This design comes from an exercise in tuning for a short achievable clock period and few clock cycles per item on the open sky130 flow, not from production work.
Only simulation tests tie the RTL to the original design; equivalence was not proved.

## config.mk

```make
export PLATFORM = sky130hd
export DESIGN_NAME = accumulating_pid_controller
export DESIGN_NICKNAME = accumulating_pid_controller
export VERILOG_FILES = /design/flow/design.v
export SDC_FILE = /design/flow/constraint.sdc
export NUM_CORES = 4
export LEC_CHECK = 0
export CAP_MARGIN = 20
export CORE_MARGIN = 2
export CORE_UTILIZATION = 55
export CTS_CLUSTER_DIAMETER = 100
export CTS_CLUSTER_SIZE = 22
export SLEW_MARGIN = 20
```

## standard.sh

```bash
#!/bin/bash
# synth_recipe.tcl (not shown) runs the flow's synth.tcl, then flattens the netlist and writes it again
# the make line also repeats each setting of config.mk as NAME=value (left out here)
make -C /OpenROAD-flow-scripts/flow DESIGN_CONFIG=/design/flow/config.mk WORK_HOME=/design/flow/orfs CLKGATE_MAP_FILE= SYNTH_SCRIPT=/design/flow/synth_recipe.tcl "${@:-finish}"
```

## design.v

```verilog
package apid_pkg;
  localparam int DATA_W    = 32;
  localparam int TIME_W    = 24;
  localparam int CFG_IDX_W = 3;
endpackage
module apid_mul_pi (
  input  logic clk,
  input  logic [31:0] a,
  input  logic [31:0] b,
  output logic [47:0] y
);
  wire [63:0] r0_0 = ({64{b[0]}} & (64'(a) << 0));
  wire [63:0] r0_1 = ({64{b[1]}} & (64'(a) << 1));
  wire [63:0] r0_2 = ({64{b[2]}} & (64'(a) << 2));
  wire [63:0] r0_3 = ({64{b[3]}} & (64'(a) << 3));
  wire [63:0] r0_4 = ({64{b[4]}} & (64'(a) << 4));
  wire [63:0] r0_5 = ({64{b[5]}} & (64'(a) << 5));
  wire [63:0] r0_6 = ({64{b[6]}} & (64'(a) << 6));
  wire [63:0] r0_7 = ({64{b[7]}} & (64'(a) << 7));
  wire [63:0] r0_8 = ({64{b[8]}} & (64'(a) << 8));
  wire [63:0] r0_9 = ({64{b[9]}} & (64'(a) << 9));
  wire [63:0] r0_10 = ({64{b[10]}} & (64'(a) << 10));
  wire [63:0] r0_11 = ({64{b[11]}} & (64'(a) << 11));
  wire [63:0] r0_12 = ({64{b[12]}} & (64'(a) << 12));
  wire [63:0] r0_13 = ({64{b[13]}} & (64'(a) << 13));
  wire [63:0] r0_14 = ({64{b[14]}} & (64'(a) << 14));
  wire [63:0] r0_15 = ({64{b[15]}} & (64'(a) << 15));
  wire [63:0] r0_16 = ({64{b[16]}} & (64'(a) << 16));
  wire [63:0] r0_17 = ({64{b[17]}} & (64'(a) << 17));
  wire [63:0] r0_18 = ({64{b[18]}} & (64'(a) << 18));
  wire [63:0] r0_19 = ({64{b[19]}} & (64'(a) << 19));
  wire [63:0] r0_20 = ({64{b[20]}} & (64'(a) << 20));
  wire [63:0] r0_21 = ({64{b[21]}} & (64'(a) << 21));
  wire [63:0] r0_22 = ({64{b[22]}} & (64'(a) << 22));
  wire [63:0] r0_23 = ({64{b[23]}} & (64'(a) << 23));
  wire [63:0] r0_24 = ({64{b[24]}} & (64'(a) << 24));
  wire [63:0] r0_25 = ({64{b[25]}} & (64'(a) << 25));
  wire [63:0] r0_26 = ({64{b[26]}} & (64'(a) << 26));
  wire [63:0] r0_27 = ({64{b[27]}} & (64'(a) << 27));
  wire [63:0] r0_28 = ({64{b[28]}} & (64'(a) << 28));
  wire [63:0] r0_29 = ({64{b[29]}} & (64'(a) << 29));
  wire [63:0] r0_30 = ({64{b[30]}} & (64'(a) << 30));
  wire [63:0] r0_31 = ({64{b[31]}} & (64'(a) << 31));
  wire [63:0] r0_32 = 64'd32768;
  wire [63:0] l1_s0 = r0_0 ^ r0_1 ^ r0_2;
  wire [63:0] l1_c0 = ((r0_0 & r0_1) | (r0_0 & r0_2) | (r0_1 & r0_2)) << 1;
  wire [63:0] l1_s1 = r0_3 ^ r0_4 ^ r0_5;
  wire [63:0] l1_c1 = ((r0_3 & r0_4) | (r0_3 & r0_5) | (r0_4 & r0_5)) << 1;
  wire [63:0] l1_s2 = r0_6 ^ r0_7 ^ r0_8;
  wire [63:0] l1_c2 = ((r0_6 & r0_7) | (r0_6 & r0_8) | (r0_7 & r0_8)) << 1;
  wire [63:0] l1_s3 = r0_9 ^ r0_10 ^ r0_11;
  wire [63:0] l1_c3 = ((r0_9 & r0_10) | (r0_9 & r0_11) | (r0_10 & r0_11)) << 1;
  wire [63:0] l1_s4 = r0_12 ^ r0_13 ^ r0_14;
  wire [63:0] l1_c4 = ((r0_12 & r0_13) | (r0_12 & r0_14) | (r0_13 & r0_14)) << 1;
  wire [63:0] l1_s5 = r0_15 ^ r0_16 ^ r0_17;
  wire [63:0] l1_c5 = ((r0_15 & r0_16) | (r0_15 & r0_17) | (r0_16 & r0_17)) << 1;
  wire [63:0] l1_s6 = r0_18 ^ r0_19 ^ r0_20;
  wire [63:0] l1_c6 = ((r0_18 & r0_19) | (r0_18 & r0_20) | (r0_19 & r0_20)) << 1;
  wire [63:0] l1_s7 = r0_21 ^ r0_22 ^ r0_23;
  wire [63:0] l1_c7 = ((r0_21 & r0_22) | (r0_21 & r0_23) | (r0_22 & r0_23)) << 1;
  wire [63:0] l1_s8 = r0_24 ^ r0_25 ^ r0_26;
  wire [63:0] l1_c8 = ((r0_24 & r0_25) | (r0_24 & r0_26) | (r0_25 & r0_26)) << 1;
  wire [63:0] l1_s9 = r0_27 ^ r0_28 ^ r0_29;
  wire [63:0] l1_c9 = ((r0_27 & r0_28) | (r0_27 & r0_29) | (r0_28 & r0_29)) << 1;
  wire [63:0] l1_s10 = r0_30 ^ r0_31 ^ r0_32;
  wire [63:0] l1_c10 = ((r0_30 & r0_31) | (r0_30 & r0_32) | (r0_31 & r0_32)) << 1;
  wire [63:0] l2_s0 = l1_s0 ^ l1_c0 ^ l1_s1;
  wire [63:0] l2_c0 = ((l1_s0 & l1_c0) | (l1_s0 & l1_s1) | (l1_c0 & l1_s1)) << 1;
  wire [63:0] l2_s1 = l1_c1 ^ l1_s2 ^ l1_c2;
  wire [63:0] l2_c1 = ((l1_c1 & l1_s2) | (l1_c1 & l1_c2) | (l1_s2 & l1_c2)) << 1;
  wire [63:0] l2_s2 = l1_s3 ^ l1_c3 ^ l1_s4;
  wire [63:0] l2_c2 = ((l1_s3 & l1_c3) | (l1_s3 & l1_s4) | (l1_c3 & l1_s4)) << 1;
  wire [63:0] l2_s3 = l1_c4 ^ l1_s5 ^ l1_c5;
  wire [63:0] l2_c3 = ((l1_c4 & l1_s5) | (l1_c4 & l1_c5) | (l1_s5 & l1_c5)) << 1;
  wire [63:0] l2_s4 = l1_s6 ^ l1_c6 ^ l1_s7;
  wire [63:0] l2_c4 = ((l1_s6 & l1_c6) | (l1_s6 & l1_s7) | (l1_c6 & l1_s7)) << 1;
  wire [63:0] l2_s5 = l1_c7 ^ l1_s8 ^ l1_c8;
  wire [63:0] l2_c5 = ((l1_c7 & l1_s8) | (l1_c7 & l1_c8) | (l1_s8 & l1_c8)) << 1;
  wire [63:0] l2_s6 = l1_s9 ^ l1_c9 ^ l1_s10;
  wire [63:0] l2_c6 = ((l1_s9 & l1_c9) | (l1_s9 & l1_s10) | (l1_c9 & l1_s10)) << 1;
  wire [63:0] l3_s0 = l2_s0 ^ l2_c0 ^ l2_s1;
  wire [63:0] l3_c0 = ((l2_s0 & l2_c0) | (l2_s0 & l2_s1) | (l2_c0 & l2_s1)) << 1;
  wire [63:0] l3_s1 = l2_c1 ^ l2_s2 ^ l2_c2;
  wire [63:0] l3_c1 = ((l2_c1 & l2_s2) | (l2_c1 & l2_c2) | (l2_s2 & l2_c2)) << 1;
  wire [63:0] l3_s2 = l2_s3 ^ l2_c3 ^ l2_s4;
  wire [63:0] l3_c2 = ((l2_s3 & l2_c3) | (l2_s3 & l2_s4) | (l2_c3 & l2_s4)) << 1;
  wire [63:0] l3_s3 = l2_c4 ^ l2_s5 ^ l2_c5;
  wire [63:0] l3_c3 = ((l2_c4 & l2_s5) | (l2_c4 & l2_c5) | (l2_s5 & l2_c5)) << 1;
  wire [63:0] l3_s4 = l2_s6 ^ l2_c6 ^ l1_c10;
  wire [63:0] l3_c4 = ((l2_s6 & l2_c6) | (l2_s6 & l1_c10) | (l2_c6 & l1_c10)) << 1;
  wire [63:0] l4_s0 = l3_s0 ^ l3_c0 ^ l3_s1;
  wire [63:0] l4_c0 = ((l3_s0 & l3_c0) | (l3_s0 & l3_s1) | (l3_c0 & l3_s1)) << 1;
  wire [63:0] l4_s1 = l3_c1 ^ l3_s2 ^ l3_c2;
  wire [63:0] l4_c1 = ((l3_c1 & l3_s2) | (l3_c1 & l3_c2) | (l3_s2 & l3_c2)) << 1;
  wire [63:0] l4_s2 = l3_s3 ^ l3_c3 ^ l3_s4;
  wire [63:0] l4_c2 = ((l3_s3 & l3_c3) | (l3_s3 & l3_s4) | (l3_c3 & l3_s4)) << 1;
  wire [63:0] l5_s0 = l4_s0 ^ l4_c0 ^ l4_s1;
  wire [63:0] l5_c0 = ((l4_s0 & l4_c0) | (l4_s0 & l4_s1) | (l4_c0 & l4_s1)) << 1;
  wire [63:0] l5_s1 = l4_c1 ^ l4_s2 ^ l4_c2;
  wire [63:0] l5_c1 = ((l4_c1 & l4_s2) | (l4_c1 & l4_c2) | (l4_s2 & l4_c2)) << 1;
  logic [63:0] p0_0;
  always_ff @(posedge clk) p0_0 <= l5_s0;
  logic [63:0] p0_1;
  always_ff @(posedge clk) p0_1 <= l5_c0;
  logic [63:0] p0_2;
  always_ff @(posedge clk) p0_2 <= l5_s1;
  logic [63:0] p0_3;
  always_ff @(posedge clk) p0_3 <= l5_c1;
  logic [63:0] p0_4;
  always_ff @(posedge clk) p0_4 <= l3_c4;
  wire [63:0] l6_s0 = p0_0 ^ p0_1 ^ p0_2;
  wire [63:0] l6_c0 = ((p0_0 & p0_1) | (p0_0 & p0_2) | (p0_1 & p0_2)) << 1;
  wire [63:0] l7_s0 = l6_s0 ^ l6_c0 ^ p0_3;
  wire [63:0] l7_c0 = ((l6_s0 & l6_c0) | (l6_s0 & p0_3) | (l6_c0 & p0_3)) << 1;
  wire [63:0] l8_s0 = l7_s0 ^ l7_c0 ^ p0_4;
  wire [63:0] l8_c0 = ((l7_s0 & l7_c0) | (l7_s0 & p0_4) | (l7_c0 & p0_4)) << 1;
  wire [32:0] sl = {1'b0, l8_s0[31:0]} + {1'b0, l8_c0[31:0]};
  logic [31:0] ha, hb;
  logic hc;
  logic [15:0] ylo;
  always_ff @(posedge clk) ylo <= sl[31:16];
  always_ff @(posedge clk) begin ha <= l8_s0[63:32]; hb <= l8_c0[63:32]; hc <= sl[32]; end
  wire [31:0] sh = ha + hb + {31'd0, hc};
  always_ff @(posedge clk) y <= {sh[31:0], ylo};
endmodule
module apid_mul_x (
  input  logic clk,
  input  logic [31:0] a,
  input  logic [23:0] b,
  output logic [55:0] y
);
  wire [55:0] r0_0 = ({56{b[0]}} & (56'(a) << 0));
  wire [55:0] r0_1 = ({56{b[1]}} & (56'(a) << 1));
  wire [55:0] r0_2 = ({56{b[2]}} & (56'(a) << 2));
  wire [55:0] r0_3 = ({56{b[3]}} & (56'(a) << 3));
  wire [55:0] r0_4 = ({56{b[4]}} & (56'(a) << 4));
  wire [55:0] r0_5 = ({56{b[5]}} & (56'(a) << 5));
  wire [55:0] r0_6 = ({56{b[6]}} & (56'(a) << 6));
  wire [55:0] r0_7 = ({56{b[7]}} & (56'(a) << 7));
  wire [55:0] r0_8 = ({56{b[8]}} & (56'(a) << 8));
  wire [55:0] r0_9 = ({56{b[9]}} & (56'(a) << 9));
  wire [55:0] r0_10 = ({56{b[10]}} & (56'(a) << 10));
  wire [55:0] r0_11 = ({56{b[11]}} & (56'(a) << 11));
  wire [55:0] r0_12 = ({56{b[12]}} & (56'(a) << 12));
  wire [55:0] r0_13 = ({56{b[13]}} & (56'(a) << 13));
  wire [55:0] r0_14 = ({56{b[14]}} & (56'(a) << 14));
  wire [55:0] r0_15 = ({56{b[15]}} & (56'(a) << 15));
  wire [55:0] r0_16 = ({56{b[16]}} & (56'(a) << 16));
  wire [55:0] r0_17 = ({56{b[17]}} & (56'(a) << 17));
  wire [55:0] r0_18 = ({56{b[18]}} & (56'(a) << 18));
  wire [55:0] r0_19 = ({56{b[19]}} & (56'(a) << 19));
  wire [55:0] r0_20 = ({56{b[20]}} & (56'(a) << 20));
  wire [55:0] r0_21 = ({56{b[21]}} & (56'(a) << 21));
  wire [55:0] r0_22 = ({56{b[22]}} & (56'(a) << 22));
  wire [55:0] r0_23 = ({56{b[23]}} & (56'(a) << 23));
  wire [55:0] r0_24 = 56'd500000;
  wire [55:0] l1_s0 = r0_0 ^ r0_1 ^ r0_2;
  wire [55:0] l1_c0 = ((r0_0 & r0_1) | (r0_0 & r0_2) | (r0_1 & r0_2)) << 1;
  wire [55:0] l1_s1 = r0_3 ^ r0_4 ^ r0_5;
  wire [55:0] l1_c1 = ((r0_3 & r0_4) | (r0_3 & r0_5) | (r0_4 & r0_5)) << 1;
  wire [55:0] l1_s2 = r0_6 ^ r0_7 ^ r0_8;
  wire [55:0] l1_c2 = ((r0_6 & r0_7) | (r0_6 & r0_8) | (r0_7 & r0_8)) << 1;
  wire [55:0] l1_s3 = r0_9 ^ r0_10 ^ r0_11;
  wire [55:0] l1_c3 = ((r0_9 & r0_10) | (r0_9 & r0_11) | (r0_10 & r0_11)) << 1;
  wire [55:0] l1_s4 = r0_12 ^ r0_13 ^ r0_14;
  wire [55:0] l1_c4 = ((r0_12 & r0_13) | (r0_12 & r0_14) | (r0_13 & r0_14)) << 1;
  wire [55:0] l1_s5 = r0_15 ^ r0_16 ^ r0_17;
  wire [55:0] l1_c5 = ((r0_15 & r0_16) | (r0_15 & r0_17) | (r0_16 & r0_17)) << 1;
  wire [55:0] l1_s6 = r0_18 ^ r0_19 ^ r0_20;
  wire [55:0] l1_c6 = ((r0_18 & r0_19) | (r0_18 & r0_20) | (r0_19 & r0_20)) << 1;
  wire [55:0] l1_s7 = r0_21 ^ r0_22 ^ r0_23;
  wire [55:0] l1_c7 = ((r0_21 & r0_22) | (r0_21 & r0_23) | (r0_22 & r0_23)) << 1;
  wire [55:0] l2_s0 = l1_s0 ^ l1_c0 ^ l1_s1;
  wire [55:0] l2_c0 = ((l1_s0 & l1_c0) | (l1_s0 & l1_s1) | (l1_c0 & l1_s1)) << 1;
  wire [55:0] l2_s1 = l1_c1 ^ l1_s2 ^ l1_c2;
  wire [55:0] l2_c1 = ((l1_c1 & l1_s2) | (l1_c1 & l1_c2) | (l1_s2 & l1_c2)) << 1;
  wire [55:0] l2_s2 = l1_s3 ^ l1_c3 ^ l1_s4;
  wire [55:0] l2_c2 = ((l1_s3 & l1_c3) | (l1_s3 & l1_s4) | (l1_c3 & l1_s4)) << 1;
  wire [55:0] l2_s3 = l1_c4 ^ l1_s5 ^ l1_c5;
  wire [55:0] l2_c3 = ((l1_c4 & l1_s5) | (l1_c4 & l1_c5) | (l1_s5 & l1_c5)) << 1;
  wire [55:0] l2_s4 = l1_s6 ^ l1_c6 ^ l1_s7;
  wire [55:0] l2_c4 = ((l1_s6 & l1_c6) | (l1_s6 & l1_s7) | (l1_c6 & l1_s7)) << 1;
  wire [55:0] l3_s0 = l2_s0 ^ l2_c0 ^ l2_s1;
  wire [55:0] l3_c0 = ((l2_s0 & l2_c0) | (l2_s0 & l2_s1) | (l2_c0 & l2_s1)) << 1;
  wire [55:0] l3_s1 = l2_c1 ^ l2_s2 ^ l2_c2;
  wire [55:0] l3_c1 = ((l2_c1 & l2_s2) | (l2_c1 & l2_c2) | (l2_s2 & l2_c2)) << 1;
  wire [55:0] l3_s2 = l2_s3 ^ l2_c3 ^ l2_s4;
  wire [55:0] l3_c2 = ((l2_s3 & l2_c3) | (l2_s3 & l2_s4) | (l2_c3 & l2_s4)) << 1;
  wire [55:0] l3_s3 = l2_c4 ^ l1_c7 ^ r0_24;
  wire [55:0] l3_c3 = ((l2_c4 & l1_c7) | (l2_c4 & r0_24) | (l1_c7 & r0_24)) << 1;
  wire [55:0] l4_s0 = l3_s0 ^ l3_c0 ^ l3_s1;
  wire [55:0] l4_c0 = ((l3_s0 & l3_c0) | (l3_s0 & l3_s1) | (l3_c0 & l3_s1)) << 1;
  wire [55:0] l4_s1 = l3_c1 ^ l3_s2 ^ l3_c2;
  wire [55:0] l4_c1 = ((l3_c1 & l3_s2) | (l3_c1 & l3_c2) | (l3_s2 & l3_c2)) << 1;
  wire [55:0] l5_s0 = l4_s0 ^ l4_c0 ^ l4_s1;
  wire [55:0] l5_c0 = ((l4_s0 & l4_c0) | (l4_s0 & l4_s1) | (l4_c0 & l4_s1)) << 1;
  wire [55:0] l5_s1 = l4_c1 ^ l3_s3 ^ l3_c3;
  wire [55:0] l5_c1 = ((l4_c1 & l3_s3) | (l4_c1 & l3_c3) | (l3_s3 & l3_c3)) << 1;
  logic [55:0] p0_0;
  always_ff @(posedge clk) p0_0 <= l5_s0;
  logic [55:0] p0_1;
  always_ff @(posedge clk) p0_1 <= l5_c0;
  logic [55:0] p0_2;
  always_ff @(posedge clk) p0_2 <= l5_s1;
  logic [55:0] p0_3;
  always_ff @(posedge clk) p0_3 <= l5_c1;
  wire [55:0] l6_s0 = p0_0 ^ p0_1 ^ p0_2;
  wire [55:0] l6_c0 = ((p0_0 & p0_1) | (p0_0 & p0_2) | (p0_1 & p0_2)) << 1;
  wire [55:0] l7_s0 = l6_s0 ^ l6_c0 ^ p0_3;
  wire [55:0] l7_c0 = ((l6_s0 & l6_c0) | (l6_s0 & p0_3) | (l6_c0 & p0_3)) << 1;
  wire [28:0] sl = {1'b0, l7_s0[27:0]} + {1'b0, l7_c0[27:0]};
  logic [27:0] ha, hb;
  logic hc;
  logic [27:0] ylo;
  always_ff @(posedge clk) ylo <= sl[27:0];
  always_ff @(posedge clk) begin ha <= l7_s0[55:28]; hb <= l7_c0[55:28]; hc <= sl[28]; end
  wire [27:0] sh = ha + hb + {27'd0, hc};
  always_ff @(posedge clk) y <= {sh[27:0], ylo};
endmodule
module apid_mul_q (
  input  logic clk,
  input  logic [55:0] a,
  output logic [36:0] y
);
  wire [109:0] r0_0 = (~(110'(a) << 0));
  wire [109:0] r0_1 = (~(110'(a) << 2));
  wire [109:0] r0_2 = (110'(a) << 5);
  wire [109:0] r0_3 = (~(110'(a) << 8));
  wire [109:0] r0_4 = (~(110'(a) << 10));
  wire [109:0] r0_5 = (~(110'(a) << 13));
  wire [109:0] r0_6 = (~(110'(a) << 18));
  wire [109:0] r0_7 = (~(110'(a) << 20));
  wire [109:0] r0_8 = (~(110'(a) << 23));
  wire [109:0] r0_9 = (110'(a) << 25);
  wire [109:0] r0_10 = (110'(a) << 30);
  wire [109:0] r0_11 = (~(110'(a) << 32));
  wire [109:0] r0_12 = (~(110'(a) << 36));
  wire [109:0] r0_13 = (~(110'(a) << 41));
  wire [109:0] r0_14 = (110'(a) << 44);
  wire [109:0] r0_15 = (~(110'(a) << 47));
  wire [109:0] r0_16 = (110'(a) << 49);
  wire [109:0] r0_17 = (110'(a) << 53);
  wire [109:0] r0_18 = 110'd12;
  wire [109:0] l1_s0 = r0_0 ^ r0_1 ^ r0_2;
  wire [109:0] l1_c0 = ((r0_0 & r0_1) | (r0_0 & r0_2) | (r0_1 & r0_2)) << 1;
  wire [109:0] l1_s1 = r0_3 ^ r0_4 ^ r0_5;
  wire [109:0] l1_c1 = ((r0_3 & r0_4) | (r0_3 & r0_5) | (r0_4 & r0_5)) << 1;
  wire [109:0] l1_s2 = r0_6 ^ r0_7 ^ r0_8;
  wire [109:0] l1_c2 = ((r0_6 & r0_7) | (r0_6 & r0_8) | (r0_7 & r0_8)) << 1;
  wire [109:0] l1_s3 = r0_9 ^ r0_10 ^ r0_11;
  wire [109:0] l1_c3 = ((r0_9 & r0_10) | (r0_9 & r0_11) | (r0_10 & r0_11)) << 1;
  wire [109:0] l1_s4 = r0_12 ^ r0_13 ^ r0_14;
  wire [109:0] l1_c4 = ((r0_12 & r0_13) | (r0_12 & r0_14) | (r0_13 & r0_14)) << 1;
  wire [109:0] l1_s5 = r0_15 ^ r0_16 ^ r0_17;
  wire [109:0] l1_c5 = ((r0_15 & r0_16) | (r0_15 & r0_17) | (r0_16 & r0_17)) << 1;
  wire [109:0] l2_s0 = l1_s0 ^ l1_c0 ^ l1_s1;
  wire [109:0] l2_c0 = ((l1_s0 & l1_c0) | (l1_s0 & l1_s1) | (l1_c0 & l1_s1)) << 1;
  wire [109:0] l2_s1 = l1_c1 ^ l1_s2 ^ l1_c2;
  wire [109:0] l2_c1 = ((l1_c1 & l1_s2) | (l1_c1 & l1_c2) | (l1_s2 & l1_c2)) << 1;
  wire [109:0] l2_s2 = l1_s3 ^ l1_c3 ^ l1_s4;
  wire [109:0] l2_c2 = ((l1_s3 & l1_c3) | (l1_s3 & l1_s4) | (l1_c3 & l1_s4)) << 1;
  wire [109:0] l2_s3 = l1_c4 ^ l1_s5 ^ l1_c5;
  wire [109:0] l2_c3 = ((l1_c4 & l1_s5) | (l1_c4 & l1_c5) | (l1_s5 & l1_c5)) << 1;
  wire [109:0] l3_s0 = l2_s0 ^ l2_c0 ^ l2_s1;
  wire [109:0] l3_c0 = ((l2_s0 & l2_c0) | (l2_s0 & l2_s1) | (l2_c0 & l2_s1)) << 1;
  wire [109:0] l3_s1 = l2_c1 ^ l2_s2 ^ l2_c2;
  wire [109:0] l3_c1 = ((l2_c1 & l2_s2) | (l2_c1 & l2_c2) | (l2_s2 & l2_c2)) << 1;
  wire [109:0] l3_s2 = l2_s3 ^ l2_c3 ^ r0_18;
  wire [109:0] l3_c2 = ((l2_s3 & l2_c3) | (l2_s3 & r0_18) | (l2_c3 & r0_18)) << 1;
  wire [109:0] l4_s0 = l3_s0 ^ l3_c0 ^ l3_s1;
  wire [109:0] l4_c0 = ((l3_s0 & l3_c0) | (l3_s0 & l3_s1) | (l3_c0 & l3_s1)) << 1;
  wire [109:0] l4_s1 = l3_c1 ^ l3_s2 ^ l3_c2;
  wire [109:0] l4_c1 = ((l3_c1 & l3_s2) | (l3_c1 & l3_c2) | (l3_s2 & l3_c2)) << 1;
  wire [109:0] l5_s0 = l4_s0 ^ l4_c0 ^ l4_s1;
  wire [109:0] l5_c0 = ((l4_s0 & l4_c0) | (l4_s0 & l4_s1) | (l4_c0 & l4_s1)) << 1;
  logic [109:0] p0_0;
  always_ff @(posedge clk) p0_0 <= l5_s0;
  logic [109:0] p0_1;
  always_ff @(posedge clk) p0_1 <= l5_c0;
  logic [109:0] p0_2;
  always_ff @(posedge clk) p0_2 <= l4_c1;
  wire [109:0] l6_s0 = p0_0 ^ p0_1 ^ p0_2;
  wire [109:0] l6_c0 = ((p0_0 & p0_1) | (p0_0 & p0_2) | (p0_1 & p0_2)) << 1;
  wire [73:0] sl = {1'b0, l6_s0[72:0]} + {1'b0, l6_c0[72:0]};
  logic [36:0] ha, hb;
  logic hc;
  always_ff @(posedge clk) begin ha <= l6_s0[109:73]; hb <= l6_c0[109:73]; hc <= sl[73]; end
  wire [36:0] sh = ha + hb + {36'd0, hc};
  always_ff @(posedge clk) y <= sh[36:0];
endmodule
module apid_mul_d (
  input  logic clk,
  input  logic [50:0] a,
  input  logic [32:0] b,
  input  logic [23:0] x,
  output logic [67:0] y
);
  wire [83:0] r0_0 = ({84{b[0]}} & (84'(a) << 0));
  wire [83:0] r0_1 = ({84{b[1]}} & (84'(a) << 1));
  wire [83:0] r0_2 = ({84{b[2]}} & (84'(a) << 2));
  wire [83:0] r0_3 = ({84{b[3]}} & (84'(a) << 3));
  wire [83:0] r0_4 = ({84{b[4]}} & (84'(a) << 4));
  wire [83:0] r0_5 = ({84{b[5]}} & (84'(a) << 5));
  wire [83:0] r0_6 = ({84{b[6]}} & (84'(a) << 6));
  wire [83:0] r0_7 = ({84{b[7]}} & (84'(a) << 7));
  wire [83:0] r0_8 = ({84{b[8]}} & (84'(a) << 8));
  wire [83:0] r0_9 = ({84{b[9]}} & (84'(a) << 9));
  wire [83:0] r0_10 = ({84{b[10]}} & (84'(a) << 10));
  wire [83:0] r0_11 = ({84{b[11]}} & (84'(a) << 11));
  wire [83:0] r0_12 = ({84{b[12]}} & (84'(a) << 12));
  wire [83:0] r0_13 = ({84{b[13]}} & (84'(a) << 13));
  wire [83:0] r0_14 = ({84{b[14]}} & (84'(a) << 14));
  wire [83:0] r0_15 = ({84{b[15]}} & (84'(a) << 15));
  wire [83:0] r0_16 = ({84{b[16]}} & (84'(a) << 16));
  wire [83:0] r0_17 = ({84{b[17]}} & (84'(a) << 17));
  wire [83:0] r0_18 = ({84{b[18]}} & (84'(a) << 18));
  wire [83:0] r0_19 = ({84{b[19]}} & (84'(a) << 19));
  wire [83:0] r0_20 = ({84{b[20]}} & (84'(a) << 20));
  wire [83:0] r0_21 = ({84{b[21]}} & (84'(a) << 21));
  wire [83:0] r0_22 = ({84{b[22]}} & (84'(a) << 22));
  wire [83:0] r0_23 = ({84{b[23]}} & (84'(a) << 23));
  wire [83:0] r0_24 = ({84{b[24]}} & (84'(a) << 24));
  wire [83:0] r0_25 = ({84{b[25]}} & (84'(a) << 25));
  wire [83:0] r0_26 = ({84{b[26]}} & (84'(a) << 26));
  wire [83:0] r0_27 = ({84{b[27]}} & (84'(a) << 27));
  wire [83:0] r0_28 = ({84{b[28]}} & (84'(a) << 28));
  wire [83:0] r0_29 = ({84{b[29]}} & (84'(a) << 29));
  wire [83:0] r0_30 = ({84{b[30]}} & (84'(a) << 30));
  wire [83:0] r0_31 = ({84{b[31]}} & (84'(a) << 31));
  wire [83:0] r0_32 = ({84{b[32]}} & (84'(a) << 32));
  wire [83:0] r0_33 = (84'(x) << 15);
  wire [83:0] l1_s0 = r0_0 ^ r0_1 ^ r0_2;
  wire [83:0] l1_c0 = ((r0_0 & r0_1) | (r0_0 & r0_2) | (r0_1 & r0_2)) << 1;
  wire [83:0] l1_s1 = r0_3 ^ r0_4 ^ r0_5;
  wire [83:0] l1_c1 = ((r0_3 & r0_4) | (r0_3 & r0_5) | (r0_4 & r0_5)) << 1;
  wire [83:0] l1_s2 = r0_6 ^ r0_7 ^ r0_8;
  wire [83:0] l1_c2 = ((r0_6 & r0_7) | (r0_6 & r0_8) | (r0_7 & r0_8)) << 1;
  wire [83:0] l1_s3 = r0_9 ^ r0_10 ^ r0_11;
  wire [83:0] l1_c3 = ((r0_9 & r0_10) | (r0_9 & r0_11) | (r0_10 & r0_11)) << 1;
  wire [83:0] l1_s4 = r0_12 ^ r0_13 ^ r0_14;
  wire [83:0] l1_c4 = ((r0_12 & r0_13) | (r0_12 & r0_14) | (r0_13 & r0_14)) << 1;
  wire [83:0] l1_s5 = r0_15 ^ r0_16 ^ r0_17;
  wire [83:0] l1_c5 = ((r0_15 & r0_16) | (r0_15 & r0_17) | (r0_16 & r0_17)) << 1;
  wire [83:0] l1_s6 = r0_18 ^ r0_19 ^ r0_20;
  wire [83:0] l1_c6 = ((r0_18 & r0_19) | (r0_18 & r0_20) | (r0_19 & r0_20)) << 1;
  wire [83:0] l1_s7 = r0_21 ^ r0_22 ^ r0_23;
  wire [83:0] l1_c7 = ((r0_21 & r0_22) | (r0_21 & r0_23) | (r0_22 & r0_23)) << 1;
  wire [83:0] l1_s8 = r0_24 ^ r0_25 ^ r0_26;
  wire [83:0] l1_c8 = ((r0_24 & r0_25) | (r0_24 & r0_26) | (r0_25 & r0_26)) << 1;
  wire [83:0] l1_s9 = r0_27 ^ r0_28 ^ r0_29;
  wire [83:0] l1_c9 = ((r0_27 & r0_28) | (r0_27 & r0_29) | (r0_28 & r0_29)) << 1;
  wire [83:0] l1_s10 = r0_30 ^ r0_31 ^ r0_32;
  wire [83:0] l1_c10 = ((r0_30 & r0_31) | (r0_30 & r0_32) | (r0_31 & r0_32)) << 1;
  wire [83:0] l2_s0 = l1_s0 ^ l1_c0 ^ l1_s1;
  wire [83:0] l2_c0 = ((l1_s0 & l1_c0) | (l1_s0 & l1_s1) | (l1_c0 & l1_s1)) << 1;
  wire [83:0] l2_s1 = l1_c1 ^ l1_s2 ^ l1_c2;
  wire [83:0] l2_c1 = ((l1_c1 & l1_s2) | (l1_c1 & l1_c2) | (l1_s2 & l1_c2)) << 1;
  wire [83:0] l2_s2 = l1_s3 ^ l1_c3 ^ l1_s4;
  wire [83:0] l2_c2 = ((l1_s3 & l1_c3) | (l1_s3 & l1_s4) | (l1_c3 & l1_s4)) << 1;
  wire [83:0] l2_s3 = l1_c4 ^ l1_s5 ^ l1_c5;
  wire [83:0] l2_c3 = ((l1_c4 & l1_s5) | (l1_c4 & l1_c5) | (l1_s5 & l1_c5)) << 1;
  wire [83:0] l2_s4 = l1_s6 ^ l1_c6 ^ l1_s7;
  wire [83:0] l2_c4 = ((l1_s6 & l1_c6) | (l1_s6 & l1_s7) | (l1_c6 & l1_s7)) << 1;
  wire [83:0] l2_s5 = l1_c7 ^ l1_s8 ^ l1_c8;
  wire [83:0] l2_c5 = ((l1_c7 & l1_s8) | (l1_c7 & l1_c8) | (l1_s8 & l1_c8)) << 1;
  wire [83:0] l2_s6 = l1_s9 ^ l1_c9 ^ l1_s10;
  wire [83:0] l2_c6 = ((l1_s9 & l1_c9) | (l1_s9 & l1_s10) | (l1_c9 & l1_s10)) << 1;
  wire [83:0] l3_s0 = l2_s0 ^ l2_c0 ^ l2_s1;
  wire [83:0] l3_c0 = ((l2_s0 & l2_c0) | (l2_s0 & l2_s1) | (l2_c0 & l2_s1)) << 1;
  wire [83:0] l3_s1 = l2_c1 ^ l2_s2 ^ l2_c2;
  wire [83:0] l3_c1 = ((l2_c1 & l2_s2) | (l2_c1 & l2_c2) | (l2_s2 & l2_c2)) << 1;
  wire [83:0] l3_s2 = l2_s3 ^ l2_c3 ^ l2_s4;
  wire [83:0] l3_c2 = ((l2_s3 & l2_c3) | (l2_s3 & l2_s4) | (l2_c3 & l2_s4)) << 1;
  wire [83:0] l3_s3 = l2_c4 ^ l2_s5 ^ l2_c5;
  wire [83:0] l3_c3 = ((l2_c4 & l2_s5) | (l2_c4 & l2_c5) | (l2_s5 & l2_c5)) << 1;
  wire [83:0] l3_s4 = l2_s6 ^ l2_c6 ^ l1_c10;
  wire [83:0] l3_c4 = ((l2_s6 & l2_c6) | (l2_s6 & l1_c10) | (l2_c6 & l1_c10)) << 1;
  wire [83:0] l4_s0 = l3_s0 ^ l3_c0 ^ l3_s1;
  wire [83:0] l4_c0 = ((l3_s0 & l3_c0) | (l3_s0 & l3_s1) | (l3_c0 & l3_s1)) << 1;
  wire [83:0] l4_s1 = l3_c1 ^ l3_s2 ^ l3_c2;
  wire [83:0] l4_c1 = ((l3_c1 & l3_s2) | (l3_c1 & l3_c2) | (l3_s2 & l3_c2)) << 1;
  wire [83:0] l4_s2 = l3_s3 ^ l3_c3 ^ l3_s4;
  wire [83:0] l4_c2 = ((l3_s3 & l3_c3) | (l3_s3 & l3_s4) | (l3_c3 & l3_s4)) << 1;
  wire [83:0] l5_s0 = l4_s0 ^ l4_c0 ^ l4_s1;
  wire [83:0] l5_c0 = ((l4_s0 & l4_c0) | (l4_s0 & l4_s1) | (l4_c0 & l4_s1)) << 1;
  wire [83:0] l5_s1 = l4_c1 ^ l4_s2 ^ l4_c2;
  wire [83:0] l5_c1 = ((l4_c1 & l4_s2) | (l4_c1 & l4_c2) | (l4_s2 & l4_c2)) << 1;
  logic [83:0] p0_0;
  always_ff @(posedge clk) p0_0 <= l5_s0;
  logic [83:0] p0_1;
  always_ff @(posedge clk) p0_1 <= l5_c0;
  logic [83:0] p0_2;
  always_ff @(posedge clk) p0_2 <= l5_s1;
  logic [83:0] p0_3;
  always_ff @(posedge clk) p0_3 <= l5_c1;
  logic [83:0] p0_4;
  always_ff @(posedge clk) p0_4 <= l3_c4;
  logic [83:0] p0_5;
  always_ff @(posedge clk) p0_5 <= r0_33;
  wire [83:0] l6_s0 = p0_0 ^ p0_1 ^ p0_2;
  wire [83:0] l6_c0 = ((p0_0 & p0_1) | (p0_0 & p0_2) | (p0_1 & p0_2)) << 1;
  wire [83:0] l6_s1 = p0_3 ^ p0_4 ^ p0_5;
  wire [83:0] l6_c1 = ((p0_3 & p0_4) | (p0_3 & p0_5) | (p0_4 & p0_5)) << 1;
  wire [83:0] l7_s0 = l6_s0 ^ l6_c0 ^ l6_s1;
  wire [83:0] l7_c0 = ((l6_s0 & l6_c0) | (l6_s0 & l6_s1) | (l6_c0 & l6_s1)) << 1;
  wire [83:0] l8_s0 = l7_s0 ^ l7_c0 ^ l6_c1;
  wire [83:0] l8_c0 = ((l7_s0 & l7_c0) | (l7_s0 & l6_c1) | (l7_c0 & l6_c1)) << 1;
  wire [44:0] sl = {1'b0, l8_s0[43:0]} + {1'b0, l8_c0[43:0]};
  logic [39:0] ha, hb;
  logic hc;
  logic [27:0] ylo;
  always_ff @(posedge clk) ylo <= sl[43:16];
  always_ff @(posedge clk) begin ha <= l8_s0[83:44]; hb <= l8_c0[83:44]; hc <= sl[44]; end
  wire [39:0] sh = ha + hb + {39'd0, hc};
  always_ff @(posedge clk) y <= {sh[39:0], ylo};
endmodule
module apid_mul_kd (
  input  logic clk,
  input  logic [31:0] a,
  output logic [51:0] y
);
  wire [51:0] r0_0 = (52'(a) << 6);
  wire [51:0] r0_1 = (52'(a) << 9);
  wire [51:0] r0_2 = (52'(a) << 14);
  wire [51:0] r0_3 = (~(52'(a) << 16));
  wire [51:0] r0_4 = (52'(a) << 20);
  wire [51:0] r0_5 = 52'd1;
  wire [51:0] l1_s0 = r0_0 ^ r0_1 ^ r0_2;
  wire [51:0] l1_c0 = ((r0_0 & r0_1) | (r0_0 & r0_2) | (r0_1 & r0_2)) << 1;
  wire [51:0] l1_s1 = r0_3 ^ r0_4 ^ r0_5;
  wire [51:0] l1_c1 = ((r0_3 & r0_4) | (r0_3 & r0_5) | (r0_4 & r0_5)) << 1;
  wire [51:0] l2_s0 = l1_s0 ^ l1_c0 ^ l1_s1;
  wire [51:0] l2_c0 = ((l1_s0 & l1_c0) | (l1_s0 & l1_s1) | (l1_c0 & l1_s1)) << 1;
  wire [51:0] l3_s0 = l2_s0 ^ l2_c0 ^ l1_c1;
  wire [51:0] l3_c0 = ((l2_s0 & l2_c0) | (l2_s0 & l1_c1) | (l2_c0 & l1_c1)) << 1;
  wire [26:0] sl = {1'b0, l3_s0[25:0]} + {1'b0, l3_c0[25:0]};
  logic [25:0] ha, hb;
  logic hc;
  logic [25:0] ylo;
  always_ff @(posedge clk) ylo <= sl[25:0];
  always_ff @(posedge clk) begin ha <= l3_s0[51:26]; hb <= l3_c0[51:26]; hc <= sl[26]; end
  wire [25:0] sh = ha + hb + {25'd0, hc};
  always_ff @(posedge clk) y <= {sh[25:0], ylo};
endmodule
import apid_pkg::*;
module accumulating_pid_controller (
  input  logic                 clk,
  input  logic                 rst_n,
  input  logic                 in_valid,
  output logic                 in_ready,
  input  logic [89:0]          in_data,
  output logic                 out_valid,
  input  logic                 out_ready,
  output logic [64:0]          out_data,
  input  logic                 cfg_valid,
  output logic                 cfg_ready,
  input  logic [CFG_IDX_W-1:0] cfg_index,
  input  logic [DATA_W-1:0]    cfg_data
);
  localparam int NS    = 20;    
  localparam int DEPTH = 32;    
  localparam int PW    = 5;
  assign cfg_ready = 1'b1;
  logic        rst_q;
  logic        cfg_we_q;
  logic [2:0]  cfg_idx_q;
  logic [31:0] cfg_dat_q;
  always_ff @(posedge clk) begin
    rst_q     <= ~rst_n;
    cfg_we_q  <= cfg_valid & rst_n;
    cfg_idx_q <= cfg_index;
    cfg_dat_q <= cfg_data;
  end
  logic        kp_neg, ki_neg, kd_neg;
  logic [31:0] kp_mag, ki_mag, kd_mag;
  logic [30:0] lim;
  logic [31:0] limn;
  logic [34:0] limc;               
  logic signed [31:0] floor_r, ceil_r;
  logic [34:0] nceil, nfloor;      
  logic        ceil_max, floor_min;
  logic [31:0] cfg_mag;
  logic [51:0] kd1e6;
  assign cfg_mag = cfg_dat_q[31] ? (32'd0 - cfg_dat_q) : cfg_dat_q;
  always_ff @(posedge clk) begin
    if (rst_q) begin
      kp_neg <= 1'b0; kp_mag <= '0;
      ki_neg <= 1'b0; ki_mag <= '0;
      kd_neg <= 1'b0; kd_mag <= '0;
      lim <= '0; limn <= '0; limc <= '1;
      floor_r <= '0; ceil_r <= '0; nceil <= '1; nfloor <= '0;
      ceil_max <= 1'b0; floor_min <= 1'b0;
    end else if (cfg_we_q) begin
      case (cfg_idx_q)
        3'd0: begin kp_neg <= cfg_dat_q[31]; kp_mag <= cfg_mag; end
        3'd1: begin ki_neg <= cfg_dat_q[31]; ki_mag <= cfg_mag; end
        3'd2: begin kd_neg <= cfg_dat_q[31]; kd_mag <= cfg_mag; end
        3'd3: begin
          lim  <= cfg_dat_q[30:0];
          limn <= 32'd0 - {1'b0, cfg_dat_q[30:0]};
          limc <= ~{4'd0, cfg_dat_q[30:0]};
        end
        3'd4: begin
          floor_r   <= cfg_dat_q;
          nfloor    <= 35'd0 - {{3{cfg_dat_q[31]}}, cfg_dat_q};
          floor_min <= (cfg_dat_q == 32'h8000_0000);
        end
        3'd5: begin
          ceil_r   <= cfg_dat_q;
          nceil    <= ~{{3{cfg_dat_q[31]}}, cfg_dat_q};
          ceil_max <= (cfg_dat_q == 32'h7FFF_FFFF);
        end
        default: ;
      endcase
    end
  end
  apid_mul_kd u_mkd (.clk(clk), .a(kd_mag), .y(kd1e6));
  logic [NS:0]         v;           
  logic [NS:1]         upd, rop, skp;
  logic [89:0]         in0;
  logic [18:1][31:0]   rc;
  logic [15:1][23:0]   dts;
  logic [15:5][25:0]   dt3s;
  logic [15:5][26:0]   dt5s, dt7s;
  logic signed [31:0] target_r, meas_r, err_r, errp_r, acc_r, ctrl_r, chg_r;
  function automatic logic sign3(input logic [34:0] a, input logic [34:0] b,
                                 input logic [34:0] c);
    logic [34:0] s, cy, t;
    s  = a ^ b ^ c;
    cy = ((a & b) | (a & c) | (b & c)) << 1;
    t  = s + cy;
    sign3 = t[34];
  endfunction
  function automatic logic [34:0] sx35(input logic [31:0] x);
    sx35 = {{3{x[31]}}, x};
  endfunction
  always_ff @(posedge clk) in0 <= in_data;
  logic [1:0]         op0;
  logic signed [31:0] val0;
  logic [23:0]        dt0;
  logic               dtnz0;
  logic signed [32:0] da1, db1;    
  logic [1:0]         op1;
  assign op0   = in0[89:88];
  assign val0  = in0[87:56];
  assign dt0   = in0[23:0];
  assign dtnz0 = |dt0;
  always_ff @(posedge clk) begin
    if (rst_q) begin
      target_r <= '0; meas_r <= '0;
    end else if (v[0]) begin
      if (op0 == 2'd0 || op0 == 2'd3) target_r <= val0;
      if (op0 == 2'd1 || op0 == 2'd3) meas_r   <= val0;
    end
    da1 <= {val0[31], val0} - {meas_r[31], meas_r};
    db1 <= {target_r[31], target_r} - {val0[31], val0};
    op1 <= op0;
  end
  function automatic logic signed [31:0] sat33(input logic signed [32:0] x);
    if (x[32] != x[31]) sat33 = x[32] ? 32'sh8000_0000 : 32'sh7FFF_FFFF;
    else                sat33 = x[31:0];
  endfunction
  logic signed [31:0] sa1, sb1;
  logic [31:0]        emag2;
  logic [32:0]        demag2;
  logic [8:2]         eneg;
  logic [16:2]        deneg;
  logic signed [32:0] de1, nde1;
  assign sa1  = sat33(da1);
  assign sb1  = sat33(db1);
  assign de1  = {err_r[31], err_r} - {errp_r[31], errp_r};
  assign nde1 = {errp_r[31], errp_r} - {err_r[31], err_r};
  always_ff @(posedge clk) begin
    if (rst_q) begin
      err_r <= '0; errp_r <= '0;
    end else if (v[1]) begin
      case (op1)
        2'd0: begin err_r <= sa1; errp_r <= sa1; end
        2'd1: err_r <= sb1;
        2'd2: if (upd[1]) errp_r <= err_r;
        2'd3: begin err_r <= '0; errp_r <= '0; end
      endcase
    end
    emag2    <= err_r[31] ? (32'd0 - err_r) : err_r;
    eneg[2]  <= err_r[31];
    demag2   <= de1[32] ? nde1 : de1;
    deneg[2] <= de1[32];
    for (int k = 3; k <= 8; k++)  eneg[k]  <= eneg[k-1];
    for (int k = 3; k <= 16; k++) deneg[k] <= deneg[k-1];
  end
  always_ff @(posedge clk) begin
    v[0]   <= in_valid & in_ready & rst_n;
    v[1]   <= rst_q ? 1'b0 : v[0];
    upd[1] <= (op0 == 2'd2) & dtnz0;
    skp[1] <= (op0 == 2'd2) & ~dtnz0;
    rop[1] <= (op0 == 2'd3);
    rc[1]  <= in0[55:24];
    dts[1] <= dt0;
    dt3s[5] <= 26'(dts[4]) + 26'({dts[4], 1'b0});
    dt5s[5] <= 27'(dts[4]) + 27'({dts[4], 2'b0});
    dt7s[5] <= 27'({dts[4], 3'b0}) - 27'(dts[4]);
    for (int k = 2; k <= NS; k++) v[k] <= rst_q ? 1'b0 : v[k-1];
    for (int k = 2; k <= NS; k++) begin
      upd[k] <= upd[k-1]; rop[k] <= rop[k-1]; skp[k] <= skp[k-1];
    end
    for (int k = 2; k <= 18; k++) rc[k]  <= rc[k-1];
    for (int k = 2; k <= 15; k++) dts[k] <= dts[k-1];
    for (int k = 6; k <= 15; k++) begin
      dt3s[k] <= dt3s[k-1]; dt5s[k] <= dt5s[k-1]; dt7s[k] <= dt7s[k-1];
    end
  end
  logic [47:0] mp5;
  logic [55:0] x5;
  logic [67:0] m5;
  apid_mul_pi u_mp (.clk(clk), .a(emag2), .b(kp_mag), .y(mp5));
  apid_mul_x  u_mx (.clk(clk), .a(emag2), .b(dts[2]), .y(x5));
  apid_mul_d  u_md (.clk(clk), .a(kd1e6[50:0]), .b(demag2), .x(dts[2]), .y(m5));
  function automatic logic [31:0] clampmag(input logic neg, input logic big,
                                           input logic [31:0] lo);
    if (neg) clampmag = (big || (lo[31] && |lo[30:0])) ? 32'h8000_0000 : lo;
    else     clampmag = (big || lo[31]) ? 32'h7FFF_FFFF : lo;
  endfunction
  logic [31:0]        pmag6;
  logic               pneg6;
  logic [17:7][31:0]  pv;
  always_ff @(posedge clk) begin
    pneg6 <= eneg[5] ^ kp_neg;
    pmag6 <= clampmag(eneg[5] ^ kp_neg, |mp5[47:32], mp5[31:0]);
    pv[7] <= pneg6 ? (32'd0 - pmag6) : pmag6;
    for (int k = 8; k <= 17; k++) pv[k] <= pv[k-1];
  end
  logic [36:0]        q8;
  logic signed [31:0] istep9;
  logic [31:0]        imag8;
  apid_mul_q u_mq (.clk(clk), .a(x5), .y(q8));
  assign imag8 = clampmag(eneg[8], |q8[36:32], q8[31:0]);
  always_ff @(posedge clk) istep9 <= eneg[8] ? (32'd0 - imag8) : imag8;
  logic [32:0] asum9;
  logic        agt9, alt9;
  assign asum9 = 33'(acc_r) + 33'(istep9);
  assign agt9  = ~sign3(sx35(acc_r), sx35(istep9), limc);         
  assign alt9  = sign3(sx35(acc_r), sx35(istep9), {4'd0, lim});   
  always_ff @(posedge clk) begin
    if (rst_q) acc_r <= '0;
    else if (v[9] && rop[9]) acc_r <= '0;
    else if (v[9] && upd[9]) begin
      if (agt9)      acc_r <= {1'b0, lim};
      else if (alt9) acc_r <= limn;
      else           acc_r <= asum9[31:0];
    end
  end
  logic [31:0]        amag11;
  logic [14:11]       aneg;
  logic [47:0]        mi14;
  logic [17:15][31:0] iv;
  always_ff @(posedge clk) begin
    amag11   <= acc_r[31] ? (32'd0 - acc_r) : acc_r;
    aneg[11] <= acc_r[31];
    for (int k = 12; k <= 14; k++) aneg[k] <= aneg[k-1];
  end
  apid_mul_pi u_mi (.clk(clk), .a(amag11), .b(ki_mag), .y(mi14));
  logic [31:0] imag14;
  assign imag14 = clampmag(aneg[14] ^ ki_neg, |mi14[47:32], mi14[31:0]);
  always_ff @(posedge clk) begin
    iv[15] <= (aneg[14] ^ ki_neg) ? (32'd0 - imag14) : imag14;
    for (int k = 16; k <= 17; k++) iv[k] <= iv[k-1];
  end
  logic [16:6][23:0] dr;
  logic [16:6][32:0] db;      
  logic [16:6][32:0] dq;
  logic [16:6]       dovf;
  function automatic logic [26:0] divstep(input logic [23:0] r, input logic [2:0] bits,
                                          input logic [23:0] dt, input logic [25:0] dt3,
                                          input logic [26:0] dt5, input logic [26:0] dt7);
    logic [26:0] t;
    logic [27:0] df1, df2, df3, df4, df5, df6, df7;
    t   = {r, bits};
    df1 = {1'b0, t} - 28'(dt);
    df2 = {1'b0, t} - 28'({dt, 1'b0});
    df3 = {1'b0, t} - 28'(dt3);
    df4 = {1'b0, t} - 28'({dt, 2'b0});
    df5 = {1'b0, t} - 28'(dt5);
    df6 = {1'b0, t} - 28'({dt3, 1'b0});
    df7 = {1'b0, t} - 28'(dt7);
    if (!df7[27])      divstep = {3'd7, df7[23:0]};
    else if (!df6[27]) divstep = {3'd6, df6[23:0]};
    else if (!df5[27]) divstep = {3'd5, df5[23:0]};
    else if (!df4[27]) divstep = {3'd4, df4[23:0]};
    else if (!df3[27]) divstep = {3'd3, df3[23:0]};
    else if (!df2[27]) divstep = {3'd2, df2[23:0]};
    else if (!df1[27]) divstep = {3'd1, df1[23:0]};
    else               divstep = {3'd0, t[23:0]};
  endfunction
  logic [26:0]       ds6;
  logic [16:7][26:0] dsk;
  assign ds6 = divstep({1'b0, m5[55:33]}, m5[32:30], dts[5], dt3s[5], dt5s[5], dt7s[5]);
  always_comb
    for (int k = 7; k <= 16; k++)
      dsk[k] = divstep(dr[k-1], db[k-1][32:30], dts[k-1], dt3s[k-1], dt5s[k-1], dt7s[k-1]);
  always_ff @(posedge clk) begin
    dr[6]   <= ds6[23:0];
    db[6]   <= {m5[29:0], 3'b000};
    dq[6]   <= {30'd0, ds6[26:24]};
    dovf[6] <= (|m5[67:56]) || (m5[55:32] >= dts[5]);
    for (int k = 7; k <= 16; k++) begin
      dr[k]   <= dsk[k][23:0];
      db[k]   <= {db[k-1][29:0], 3'b000};
      dq[k]   <= {dq[k-1][29:0], dsk[k][26:24]};
      dovf[k] <= dovf[k-1];
    end
  end
  logic [31:0] dmag16;
  logic        dneg16, dneg17;
  logic [34:0] dx17;
  assign dneg16 = deneg[16] ^ kd_neg;
  assign dmag16 = clampmag(dneg16, dovf[16] | dq[16][32], dq[16][31:0]);
  always_ff @(posedge clk) begin
    dx17   <= {3'b000, dmag16} ^ {35{dneg16}};
    dneg17 <= dneg16;
  end
  logic [34:0]        cs17, cc17, csum17;
  logic signed [31:0] chg18;
  always_comb begin
    cs17   = sx35(pv[17]) ^ sx35(iv[17]) ^ dx17;
    cc17   = (((sx35(pv[17]) & sx35(iv[17])) | (sx35(pv[17]) & dx17)
              | (sx35(iv[17]) & dx17)) << 1) | {34'd0, dneg17};
    csum17 = cs17 + cc17;
  end
  always_ff @(posedge clk) begin
    if (csum17[34] && !(&csum17[33:31]))     chg18 <= 32'sh8000_0000;
    else if (!csum17[34] && |csum17[33:31])  chg18 <= 32'sh7FFF_FFFF;
    else                                     chg18 <= csum17[31:0];
  end
  logic [32:0]        cs18;
  logic signed [31:0] csat18;
  logic               cgt18, clt18;
  assign cs18   = 33'(ctrl_r) + 33'(chg18);
  assign csat18 = (cs18[32] != cs18[31]) ? (cs18[32] ? 32'sh8000_0000 : 32'sh7FFF_FFFF)
                                         : cs18[31:0];
  assign cgt18  = ~sign3(sx35(ctrl_r), sx35(chg18), nceil) & ~ceil_max;    
  assign clt18  = sign3(sx35(ctrl_r), sx35(chg18), nfloor) & ~floor_min;   
  always_ff @(posedge clk) begin
    if (rst_q) begin
      ctrl_r <= '0; chg_r <= '0;
    end else if (v[18] && rop[18]) begin
      ctrl_r <= rc[18]; chg_r <= '0;
    end else if (v[18] && upd[18]) begin
      chg_r <= chg18;
      if (cgt18)      ctrl_r <= ceil_r;
      else if (clt18) ctrl_r <= floor_r;
      else            ctrl_r <= csat18;
    end
  end
  logic [DEPTH-1:0][64:0] mem;
  logic [PW-1:0]          wptr, rptr;
  logic                   out_v, out_vo;
  logic [64:0]            out_d;
  logic                   out_fire_q;
  logic [PW:0]            cnt, cnt_nxt;
  logic                   in_rdy, in_rdyo;
  logic        wr;
  logic [64:0] wdata;
  assign wr    = v[19];
  assign wdata = {skp[19] ? 32'd0 : ctrl_r, chg_r, skp[19]};
  always_ff @(posedge clk) begin
    if (wr) mem[wptr] <= wdata;
    if (rst_q) wptr <= '0;
    else if (wr) wptr <= wptr + 1'b1;
  end
  logic          load, avail, load_o, nxt;
  logic [PW-1:0] rptr_m1;            
  logic [64:0]   head, shown;
  assign load   = ~out_v | out_ready;
  assign load_o = ~out_vo | out_ready;
  assign avail  = (rptr != wptr);
  assign nxt    = avail | wr;        
  assign head   = avail ? mem[rptr] : wdata;
  assign shown  = mem[rptr_m1];
  always_ff @(posedge clk) begin
    if (!rst_n || rst_q) out_v <= 1'b0;
    else if (load) out_v <= nxt;
    out_vo <= rst_n & ~rst_q & ((load_o & nxt) | (~load_o & out_vo));
    out_d  <= ({65{load_o}} & head) | ({65{~load_o}} & shown);
    if (rst_q) begin
      rptr    <= '0;
      rptr_m1 <= '1;
    end else if (load && nxt) begin
      rptr    <= rptr + 1'b1;
      rptr_m1 <= rptr;
    end
    out_fire_q <= out_v & out_ready & rst_n;
  end
  assign cnt_nxt = cnt + (PW+1)'(v[0]) - (PW+1)'(out_fire_q);
  always_ff @(posedge clk) begin
    if (rst_q) begin
      cnt     <= '0;
      in_rdy  <= 1'b1;
      in_rdyo <= 1'b1;
    end else begin
      cnt     <= cnt_nxt;
      in_rdy  <= (cnt_nxt <= (PW+1)'(DEPTH - 2));
      in_rdyo <= ((cnt + (PW+1)'(v[0])) <= (PW+1)'(DEPTH - 2) + (PW+1)'(out_fire_q));
    end
  end
  assign in_ready  = in_rdyo;
  assign out_valid = out_vo;
  assign out_data  = out_d;
endmodule
```

## constraint.sdc

```tcl
create_clock -name core_clock -period 13.0 [get_ports {clk}]
set_input_delay 2.6000 -clock core_clock [delete_from_list [all_inputs] [get_ports {clk}]]
set_output_delay 2.6000 -clock core_clock [all_outputs]
set_load 0.01 [all_outputs]
```

## flow/run.sh

```bash
#!/bin/bash
set -euo pipefail
bash standard.sh SETUP_SLACK_MARGIN=9 finish > standard_make.log 2>&1
```

==> flow_summary.json <==
{
  "antenna_found_initial": 177,
  "hold_buffers": 0,
  "r2r-end": "u_md.ylo[26]",
  "async_flop_share_pct": 0,
  "synth_cell_type_count": 101,
  "critical_path.startpoint": "out_d[43]",
  "hp-start": "rc[5]",
  "path_cells": "buf_6",
  "fmaxAchievable_ghz": 0.223,
  "clockRootBuffer": "clkbuf_16",
  "hold_viol": 0,
  "cap_viol_max_count": 0,
  "yosysTopAreaCell": "dfxtp_1",
  "place_hpwl_um": 1320000,
  "post-route-period-util_pct": 34.5,
  "cp.arrival_ps": 1890,
  "ys_warn_count": 6,
  "routedWlPerCell_um": 28.1,
  "row_count": 363,
  "gr-total-overflow": 0,
  "drt_iter0_drc": 38300,
  "r2r-start": "u_md.p0_0[25]",
  "critical-path-top-delay-family": "flip-flops",
  "track_usage_pct": 36.5,
  "core_area_mm2": 0.976,
  "synth.cell_area_mm2": 0.537,
  "die_area_mm2": 0.985,
  "r2r_setup_slack_ps": 8510,
  "htree_levels": 5,
  "synthCells": 52200,
  "worst_slack_ps": 8510,
  "dpl_cell_area_mm2": 0.553,
  "cts_buffers": 484,
  "synthToLayoutAreaGrowth_pct": 8.96,
  "initial_core_util_pct": 55.1,
  "cts.sinks": 8045,
  "start_kind": "register",
  "cp-end-kind": "output port",
  "die_h_um": 992,
  "gp_congestion": 0.991,
  "hold_path_class": "reg2reg",
  "crit_type": "reg2out",
  "yosysTopAreaCellShare_pct": 22.2,
  "fillers": 82100,
  "wl_um": 1840000,
  "grt_pass1_wl_um": 2660000,
  "layout-drive-gt1-share_pct": 11.3,
  "grt_max_degree": 178,
  "nets": 60600,
  "synth_ff_type": "dfxtp_1",
  "yosys-top-cells-area": "dfxtp_1 22%, fa_1 19%, edfxtp_1 12%",
  "required_ps": 10400,
  "drc_errors": 0,
  "cp_slowest_cell": "dfxtp_4",
  "synth_nets": 61100,
  "synth-edff-count": 2080,
  "relSlewSlack_pct": 12.8,
  "worstRegToRegCells": 18,
  "synthMostInstantiatedCell": "inv_1",
  "drv_slew": 0,
  "min_path_cells": 0,
  "fin_util_pct": 60.0,
  "die_x_um": 992,
  "hold_end": "rc[37]",
  "min_period_ps": 4490,
  "path_buf_inv": 1,
  "rsz0062_at_grt": "true",
  "vias_per_cell": 6.04,
  "yosysSeqAreaShare_pct": 33.8,
  "vias": 396000,
  "syn_area_per_cell_um2": 10.3,
  "outcome": "no timing/DRC/antenna violations",
  "design_area_mm2": 0.586,
  "cts.clk_slew.worst_paths_ps": 100,
  "tritoncts": "built",
  "finalSetupTns_ps": 0,
  "drtAntennaViolNets": 0,
  "dp_slack_ps": 7050,
  "io_pins": 198,
  "setup_violations": 0,
  "worstMarginPinSlew_ps": 1300,
  "clockBufferDepth": 5,
  "grt_pass1_vias": 404000,
  "fin_skew_ps": 137,
  "synth_seq_cells": 8045,
  "firstDrtPassIters": 8,
  "port_buffers": 196,
  "crit_path_max_fanout": 1,
  "max_stage_delay_ps": 510,
  "clk-insertion-delay-late_ps": 1230,
  "yosys-top-cells-count": "7,129 x inv_1, 5,965 x dfxtp_1, 5,194 x nand2_1"
}
==> cells by family (layout without fill, tap and decap cells) <==
logic type,after synthesis,count (layout),synth area share (%)
adders and majority gates,8712,8712,27.3
AOI/OAI and AO/OA,9638,9644,11.1
muxes,2140,2140,7.15
and+or+nand+nor,12200,12300,10.9
xor gates and xnor gates,1929,1929,3.15
other,1,520,0.000698
DFF,8045,8045,33.8
buffers and inverters,9532,9379,6.66
==> routing by layer <==
| metal | wire, um | global-route usage [%] | vias to the layer above |
|---|---|---|---|
| met1 | 704000 | 46.1 | 199000 |
| met4 | 127000 | 20.1 | 68 |
| li1 | - | - | 174000 |
| met2 | 847000 | 59.0 | 18300 |
| met3 | 163000 | 7.38 | 4569 |
| met5 | 505 | 0 | - |
==> sequential cells by signal (all words and copies together), names as in the netlist, 65 cells and up <==
| name | cells |
|---|---|
| db | 165 |
| dq | 198 |
| dr | 240 |
| dt3s | 264 |
| dt5s | 286 |
| dt7s | 297 |
| dts | 338 |
| in0 | 90 |
| iv | 96 |
| mem | 2080 |
| out_d | 65 |
| pv | 352 |
| rc | 576 |
| u_md.y | 68 |
| u_mq.p0_0 | 109 |
| u_mq.p0_1 | 109 |
| u_mq.p0_2 | 89 |
==> area by class of cell <==
class	instances	area [um^2]	area share (%)
tap	13000	16200	2.77
antenna	519	1300	0.222
sequential	8045	183000	31.3
multi-input combinational	34700	328000	56.0
clock buffer	613	12800	2.19
timing repair buffer	1477	15000	2.55
inverter	7129	27000	4.61
timing repair inverter	2	10.0	0.00171
clock inverter	158	2280	0.389
==> through the flow <==
step           hold WS [ps]  cells
2_1_floorplan           310  52200
3_3_place_gp            310  63700
3_5_place_dp            312  63700
4_1_cts                 269  64700
5_1_grt                 258  65500
6_report                267  65600
==> how the worst max path moves through the flow <==
stage	end	slack (ps)	cells past startpoint
after global routing	u_md.ylo[26]	8390	18
after detailed placement	dr[181]	7050	14
after floorplan	rptr[3]	-2420	7
final	out_data[43]	8510	1
after global placement	dr[48]	7090	15
after CTS	out_data[43]	8460	1
==> repair_timing <==
item	CTS	global route
endpoints found under the setup margin	2397	1466
buffers inserted	286	303
resized for setup	1881	1131
gates cloned	17	30
pin swaps	218	321
==> cells in the final DEF (no fill, tap or decap), types with 1180 or more instances in the layout <==
cell type / count
dfxtp_1: 5421
fa_1: 4952
o21ai_0: 3010
xnor2_1: 1180
edfxtp_1: 2080
nor2_1: 1796
mux4_2: 1300
nand2_1: 5110
a21oi_1: 2294
and2_1: 2571
inv_1: 7049
ha_1: 3631
Testbench counts, summed over its fixed seeds: cycles 2,576, items 2,400.

## what the ideal ports hide
The results above use ideal ports. As a check the final layout listed here was re-extracted and re-timed, cells and wires unchanged. Step 1, drivers: a clkbuf_16 drives clk and a buf_2 each remaining input, both assumed. Step 2 moves the port delays by t, midway between the first and last clock arrival at a register: inputs arrive t later, outputs are due t later. That takes back most of the time a late clock gives input paths. Slacks: ideal ports / drivers / drivers and shift; pairs: ideal ports / drivers.
shift t [ns]: 1.321
setup slack, ns: 8.509 / 8.342 / 7.808
latest minus earliest clock arrival (ns): 0.168 / 0.168
worst slew at a driven data input, ns: 0.12
cell pins on the clock port's net: 1
After both steps this run still meets setup and hold. For this run, drivers alone change the setup slack by -0.167 ns; drivers and shift together by -0.701 ns.
